This is an optimization exercise on Yosys and OpenROAD, whose aim is small area, not a production implementation. Only the layout flow was run in this run; the RTL was not checked for function there. Power is estimated from default activity; no workload was simulated.

--- design.v ---
`default_nettype none
package switch_pkg;
   typedef logic [3:0] nibble_t;
endpackage
`default_nettype wire
`timescale 1ns/1ps
`default_nettype none
module ingress_buffer
#(
   parameter int PORT_ID = 0
)
(
   input  logic       clk,
   input  logic       rst_n_i,
   input  logic       rx_dv_i,
   input  logic [3:0] rx_nibble_i,
   input  logic       gnt_i,       
   output logic       req_o,       
   output logic       own_o,       
   output logic       send_o,      
   output logic [2:0] dst_o,       
   output logic [3:0] nib_o        
);
   localparam int R = 116;
   localparam int K = 5;
   localparam int TAP0 = 10;
   localparam int TAP1 = 33;
   localparam int TAP2 = 56;
   localparam int TAP3 = 80;
   localparam int TAP4 = 103;
   logic [2:0] st_q;
   logic [6:0] c_q;
   logic [6:0] b_q;      
   logic       ok_q;     
   logic [2:0] dst_q;
   logic [2:0] tap_q;
   logic [4*R-1:0] ring_q;
   wire s_idle = st_q == 3'b000;
   wire s_recv = st_q[0] & ~st_q[2];
   wire s_wait = st_q[1];
   wire s_gnt  = st_q[2] & ~st_q[0];
   wire s_send = st_q[2] & st_q[0];
   wire [6:0] c_inc = c_q + 7'd1;
   wire wr = rx_dv_i & ~(s_recv & b_q[6]);
   always_ff @(posedge clk)
      ring_q <= {ring_q[4*R-5:0], wr ? rx_nibble_i : ring_q[4*R-1 -: 4]};
   wire at_tap = (c_q == 7'(TAP0 - 1)) | (c_q == 7'(TAP1 - 1)) | (c_q == 7'(TAP2 - 1)) |
                 (c_q == 7'(TAP3 - 1)) | (c_q == 7'(TAP4 - 1));
   logic [2:0] tap_sel;
   always_comb
   begin
      tap_sel = 3'd0;
      if (c_q == 7'(TAP1 - 1)) tap_sel = 3'd1;
      if (c_q == 7'(TAP2 - 1)) tap_sel = 3'd2;
      if (c_q == 7'(TAP3 - 1)) tap_sel = 3'd3;
      if (c_q == 7'(TAP4 - 1)) tap_sel = 3'd4;
   end
   wire       hdr     = (b_q[6:3] == 4'd0) & ~(b_q[2] & b_q[1]);    
   wire       dst_nib = (b_q[2:0] == 3'd5) & c_q[0];                
   wire       dst_bad = rx_nibble_i[3] | (rx_nibble_i[2:0] == 3'd0) | (rx_nibble_i[2:0] == 3'd7) |
                        (rx_nibble_i[2:0] == 3'(PORT_ID + 1));
   wire       bad     = hdr & (dst_nib ? dst_bad : (rx_nibble_i != 4'd0));
   wire       accept  = ok_q & (b_q[6:3] != 4'd0) & ~(b_q[6] & b_q[0]);
   wire       last    = c_inc == {b_q[5:0], 1'b0};
   always_ff @(posedge clk)
   begin
      if ((s_idle & rx_dv_i) | (s_gnt & at_tap) | (~s_send & (c_q == 7'(R - 1))))
         c_q <= '0;
      else
         c_q <= c_inc;
      if (s_idle)
         b_q <= '0;
      else if (s_recv & rx_dv_i & ~c_q[0] & ~(b_q[6] & b_q[0]))
         b_q <= b_q + 7'd1;
      if (s_idle)
         ok_q <= rx_nibble_i == 4'd2;
      else if (s_recv & rx_dv_i & bad)
         ok_q <= 1'b0;
      if (s_recv & rx_dv_i & hdr & dst_nib)
         dst_q <= rx_nibble_i[2:0];
      if (s_gnt)
         tap_q <= tap_sel;
   end
   always_ff @(posedge clk)
   begin
      if (!rst_n_i)
         st_q <= 3'b000;
      else if (s_idle)
      begin
         if (rx_dv_i)
            st_q <= 3'b001;
      end
      else if (s_recv)
      begin
         if (!rx_dv_i)
            st_q <= accept ? 3'b010 : 3'b000;
      end
      else if (s_wait)
      begin
         if (gnt_i)
            st_q <= 3'b100;
      end
      else if (s_gnt)
      begin
         if (at_tap)
            st_q <= 3'b101;
      end
      else if (last)
         st_q <= 3'b000;
   end
   logic [3:0] tap_nib;
   always_comb
   begin
      case (tap_q)
         3'd1:    tap_nib = ring_q[4*TAP1 +: 4];
         3'd2:    tap_nib = ring_q[4*TAP2 +: 4];
         3'd3:    tap_nib = ring_q[4*TAP3 +: 4];
         3'd4:    tap_nib = ring_q[4*TAP4 +: 4];
         default: tap_nib = ring_q[4*TAP0 +: 4];
      endcase
   end
   logic [3:0] nib;
   always_comb
   begin
      if (c_q[6:4] != 3'd0 || c_q[3:2] == 2'b11)
         nib = tap_nib;                  
      else if (c_q[3:0] == 4'd0)
         nib = 4'h2;
      else if (c_q[3:0] == 4'd10)
         nib = {1'b0, dst_q};
      else
         nib = 4'h0;
   end
   assign req_o  = s_wait;
   assign own_o  = st_q[2];
   assign send_o = s_send;
   assign dst_o  = dst_q;
   assign nib_o  = s_send ? nib : 4'h0;
endmodule
`default_nettype wire
`timescale 1ns/1ps
`default_nettype none
module switch_fabric
(
   input  logic                          clk,
   input  logic                          rst_n_i,
   input  logic [6-1:0]      req_i,
   input  logic [6-1:0]      own_i,
   input  logic [6-1:0]      send_i,
   input  logic [6-1:0][2:0] dst_i,
   input  logic [6-1:0][3:0] nib_i,
   output logic [6-1:0]      gnt_o,
   output logic [6-1:0]      tx_en_o,
   output logic [4*6-1:0]    tx_nibble_o
);
   localparam int N = 6;
   logic [2:0]   ptr_q [N];
   logic [N-1:0] res;
   logic [N-1:0] gnt_mat [N];    
   always_comb
   begin
      for (int o = 0; o < N; o++)
      begin
         res[o]             = 1'b0;
         tx_en_o[o]         = 1'b0;
         tx_nibble_o[4*o +: 4] = 4'h0;
         for (int i = 0; i < N; i++)
            if (i != o)
            begin
               res[o]     = res[o] | (own_i[i] & dst_i[i] == 3'(o + 1));
               tx_en_o[o] = tx_en_o[o] | (send_i[i] & dst_i[i] == 3'(o + 1));
               if (dst_i[i] == 3'(o + 1))
                  tx_nibble_o[4*o +: 4] = tx_nibble_o[4*o +: 4] | nib_i[i];
            end
      end
      for (int i = 0; i < N; i++)
         for (int o = 0; o < N; o++)
            gnt_mat[i][o] = (i != o) && req_i[i] && dst_i[i] == 3'(o + 1) &&
                            ptr_q[o] == 3'(i) && !res[o];
      for (int i = 0; i < N; i++)
         gnt_o[i] = |gnt_mat[i];
   end
   for (genvar o = 0; o < N; o++)
   begin : g_out
      always_ff @(posedge clk)
      begin
         if (!rst_n_i)
            ptr_q[o] <= '0;
         else if (!res[o])
            ptr_q[o] <= (ptr_q[o] == 3'(N - 1)) ? '0 : ptr_q[o] + 3'd1;
      end
   end
endmodule
`default_nettype wire
`timescale 1ns/1ps
`default_nettype none
module switch_top
(
   input  logic                      clk,
   input  logic                      rst_n_i,
   input  logic [6-1:0]  rx_dv_i,
   input  logic [4*6-1:0] rx_nibble_i,
   output logic [6-1:0]  tx_en_o,
   output logic [4*6-1:0] tx_nibble_o
);
   wire [6-1:0]      req;
   wire [6-1:0]      own;
   wire [6-1:0]      send;
   wire [6-1:0]      gnt;
   wire [6-1:0][2:0] dst;
   wire [6-1:0][3:0] nib;
   for (genvar g = 0; g < 6; g++)
   begin : g_port
      ingress_buffer #(.PORT_ID(g)) u_ibuf
      (
         .clk         (clk),
         .rst_n_i     (rst_n_i),
         .rx_dv_i     (rx_dv_i[g]),
         .rx_nibble_i (rx_nibble_i[4*g +: 4]),
         .gnt_i       (gnt[g]),
         .req_o       (req[g]),
         .own_o       (own[g]),
         .send_o      (send[g]),
         .dst_o       (dst[g]),
         .nib_o       (nib[g])
      );
   end
   switch_fabric u_fabric
   (
      .clk         (clk),
      .rst_n_i     (rst_n_i),
      .req_i       (req),
      .own_i       (own),
      .send_i      (send),
      .dst_i       (dst),
      .nib_i       (nib),
      .gnt_o       (gnt),
      .tx_en_o     (tx_en_o),
      .tx_nibble_o (tx_nibble_o)
   );
endmodule
`default_nettype wire
--- run.sh ---
#!/bin/bash
# synth_recipe.tcl (not shown) runs the flow's synth.tcl, then flattens the netlist and writes it again
# the make line also repeats each setting of config.mk as NAME=value (left out here)
make -C /OpenROAD-flow-scripts/flow DESIGN_CONFIG=/design/flow/config.mk WORK_HOME=/design/flow/orfs CLKGATE_MAP_FILE= SYNTH_SCRIPT=/design/flow/synth_recipe.tcl finish
--- config.mk ---
export PLATFORM = sky130hd
export DESIGN_NAME = switch_top
export DESIGN_NICKNAME = switch_top
export VERILOG_FILES = /design/flow/design.v
export SDC_FILE = /design/flow/constraint.sdc
export NUM_CORES = 4
export LEC_CHECK = 0
export CAP_MARGIN = 20
export CORE_MARGIN = 2
export CORE_UTILIZATION = 65
export SLEW_MARGIN = 20
--- constraint.sdc ---
create_clock -name core_clock -period 7.0 [get_ports {clk}]
set_input_delay 1.4000 -clock core_clock [delete_from_list [all_inputs] [get_ports {clk}]]
set_output_delay 1.4000 -clock core_clock [all_outputs]
set_load 0.01 [all_outputs]
==> results by group <==
Detailed routing
  – Initial DRT Pass Iterations: 5
  – DRC viols: 0
  – Vias: 30216
  – ANT nets after route: 0
  – Initial DRC Count: 1930
  – Drt total wl: 115000 µm
  – Avg WL per Cell: 18.7 µm
  – Vias per cell: 4.91

Global route
  – Largest net degree at the start of global routing: 27
  – Total global routing overflow: 0
  – Number of global-route vias before repair: 30970
  – Initial antenna violation count: 14
  – GRT Total Usage: 0.218
  – First-pass GRT wire length: 179000 µm

Finish
  – Share of layout cells above drive strength 1: 0.104
  – Fin cells: 6159
  – Final core occ: 0.754
  – Layout Nets: 4629
  – Fin area: 0.0790 mm²
  – Area growth syn-to-layout: 15.4%

Synthesis
  – Post-synth top area share: 0.849
  – Net Count, Synth: 4404
  – Post-synth EDFFs: 42
  – Yosys top cell by area: dfxtp_1
  – Synth Flop Type: dfxtp_1
  – Yosys warnings: 9
  – Seq/Total Area, Yosys: 0.868
  – Synth top area cells: dfxtp_1 85%, edfxtp_1 1.8%, nor2_1 0.95%, ha_1 0.75%, nand2_1 0.72%
  – Mapped Area: 0.0685 mm²
  – Syn avg cell area: 15.8 µm²
  – Syn Inst Count: 4331
  – Synth Register Bits: 2946
  – Async set or reset register ratio after synthesis: 0
  – Cell variety after synth: 108

Pwr
  – Peak VDD IR: 0.455 mV
  – Pwr/cell area: 403 mW/mm²
  – Leakage: 31.7 nW

Clocking
  – Clock latency (worst-skew pair): 0.83 ns
  – H-Tree Level Count: 4
  – CTS Sinks: 2946
  – Setup Buffers After CTS: 0
  – CTS Buf Count: 239
  – CTS resizes: 0
  – # hold bufs at CTS: 0
  – Clk buf depth: 3
  – Clock-pin slew on the worst setup and hold paths: 0.07 ns
  – CTS tree: built
  – Clk root buf: clkbuf_16

Timing
  – Fin crit period: 5.62 ns
  – Final Worst Setup Slack: 1.38 ns
  – Final period utilization: 0.803
  – FMAX: 0.178 GHz
  – Final TNS setup: 0 ns
  – RSZ-0062 raised after global routing: no
  – Final hold violations: 0
  – Slew @ Worst Pin: 1.14 ns
  – Slew HR: 0.235
  – Worst Clk Skew: 0.0611 ns
  – Setup violators final: 0
  – Final Slew Violations: 0

Die
  – Core area: 0.105 mm²
  – Starting density of the core: 0.653
  – Die W: 329 µm
  – Row cnt: 119
  – Die Y: 329 µm
  – Die ar.: 0.108 mm²
  – Boundary Pins: 62

Setup path
  – Crit-path leading delay family: compound AO/OA/AOI/OAI gates
  – Crit Path Max Fanout: 16
  – CP dominant cell by count: o22ai_1
  – CP Buf/Inv Count: 2
  – CP Class: flip-flop to output pin
  – Slowest stage cell, crit path: a2111oi_0
  – CP max stage delay: 0.73 ns
  – Required @ worst endpoint: 5.60 ns
  – Critical path cell sequence: nand3b_1 > a21oi_1 > a2111oi_0 > o22ai_1 > inv_1 > o22ai_1 > or3_1 > clkdlybuf4s50_1
  – CP arrival: 4.22 ns
  – Startpoint types: flip-flop
  – Worst setup EP type: output pin

Hold path
  – Hold Crit Class: flip-flop to flip-flop

Placed design
  – DP Cell Count: 5706
  – Placed cell areas: 0.0704 mm²
  – Buffers on Ports: 61
  – RePlAce Congestion: 0.890
  – Post-place setup slack: 2.06 ns
  – Placed wire-length estimate: 63800 µm

Flow run
  – Max cap viols: 0

Run status
  – Status: timing/DRC/antenna clean
==> metal layers <==
layer	GRT usage	vias up	part of all wire
met5	0	-	0.00038
li1	-	14796	-
met1	0.314	14526	0.48
met3	0.0531	183	0.057
met2	0.329	705	0.45
met4	0.0662	6	0.020
==> synth_stat cells, types with 9 or more instances <==
master and count:
mux2_2 35, and2_1 21, nand2b_1 24, xor2_1 48, a221o_1 9, nand2_1 132, mux4_2 9, edfxtp_1 42
o221ai_1 14, nor4_1 16, and3_1 32, xnor2_1 50, nor3b_1 23, nor3_1 34, nor2_1 173, nand3b_1 26
ha_1 41, dfxtp_1 2904, nand4_1 39, clkbuf_1 60, a31oi_1 26, inv_1 57, o21ai_0 60, mux2i_1 31
a211oi_1 20, buf_2 15, o211ai_1 13, nor2b_1 31, a21oi_1 63, nand3_1 63, o22ai_1 13
==> through the flow <==
| stage | total power, mW | hold WS (ns) |
|---|---|---|
| 6_report | 31.8 | 0.275 |
| 5_1_grt | 32.9 | 0.282 |
| 4_1_cts | 32.1 | 0.278 |
| 3_5_place_dp | 18.2 | 0.312 |
| 3_3_place_gp | 18.2 | 0.310 |
| 2_1_floorplan | 18.0 | 0.310 |
==> cell type report <==
cell class / instances / area, µm²
diodes: 5 / 12.5
fillers: 5988 / 25800
repair buffers: 74 / 708
well taps: 1391 / 1740
clock inverters: 88 / 1300
flip-flops and latches: 2946 / 59400
clock buffers: 360 / 7210
multi-input cells: 1237 / 8400
inverters: 58 / 218
==> cells by family (layout without fill, tap and decap cells) <==
logic type / count (synthesis) / count (layout) / share of synthesized area
flip-flops: 2946 / 2946 / 0.868
AND/OR/NAND/NOR: 701 / 701 / 0.0555
AO/OA/AOI/OAI: 320 / 320 / 0.0332
buffers and inverters: 148 / 580 / 0.00992
XOR/XNOR: 99 / 99 / 0.0129
multiplexers: 75 / 75 / 0.0133
adder cells (fa/ha/maj): 42 / 42 / 0.00764
other: 0 / 5 / 0
==> report_power, final <==
part	internal (mW)	switching (mW)
registers	17.2	0.223
clock network	8.02	5.93
logic	0.199	0.263
total	25.4	6.41
==> registers in the layout, summed over array words and instances, names as in the netlist <==
name                  flops
g_port.u_ibuf.b_q        42
g_port.u_ibuf.c_q        42
g_port.u_ibuf.dst_q      18
g_port.u_ibuf.ok_q        6
g_port.u_ibuf.ring_q   2784
g_port.u_ibuf.st_q       18
g_port.u_ibuf.tap_q      18
u_fabric.ptr_q           18
==> path summary, 6_finish.rpt <==
kind,start,end,slack [ns],cells after the start
worst min register to register,g_port[5].u_ibuf.ring_q[7]$_DFF_P_,g_port[5].u_ibuf.ring_q[11]$_DFF_P_,0.27,0
worst max register to register,g_port[1].u_ibuf.dst_q[1]$_DFFE_PP_,g_port[1].u_ibuf.st_q[1]$_SDFFE_PN0P_,4.11,7
worst min-delay path,g_port[5].u_ibuf.ring_q[7]$_DFF_P_,g_port[5].u_ibuf.ring_q[11]$_DFF_P_,0.27,0
worst max-delay path,g_port[1].u_ibuf.tap_q[0]$_SDFFCE_PN0P_,tx_nibble_o[21],1.38,8
==> cells in the final DEF, fill, tap and decap left out, types with 50 or more instances in the layout <==
master and n:
inv_1 57, a21oi_1 63, o21ai_0 60, dfxtp_1 2904, xnor2_1 50, clkdlybuf4s50_1 61, nand3_1 63, nor2_1 173
nand2_1 132, clkbuf_16 244, clkbuf_8 67

[static timing again, ports no longer ideal]
Ports are ideal in the flow. The routed layout listed here was re-timed in OpenROAD.
Step 1 (the two cells are an assumption about what drives the block):
set clk [get_ports {clk}]
set_driving_cell -lib_cell sky130_fd_sc_hd__clkbuf_16 $clk
set_driving_cell -lib_cell sky130_fd_sc_hd__buf_2 [delete_from_list [all_inputs] $clk]
Step 2 times the ports against the registers' clock, not the clock port: input delays grow and output delays shrink by t, the midpoint of the rising clock arrivals with the driver on.
Slacks: ideal ports / drivers / drivers and shift; pairs: ideal ports / drivers.
shift t [ns]: 0.875
setup WS [ns]: 1.377 / 1.301 / 2.176
clock arrival spread, ns: 0.072 / 0.072
worst data-port slew with drivers (ns): 0.14
cell pins on the clock port's net: 1
After both steps this run still meets setup and hold. The setup slack of this run moves by -0.076 ns with the drivers and by +0.799 ns with both steps.
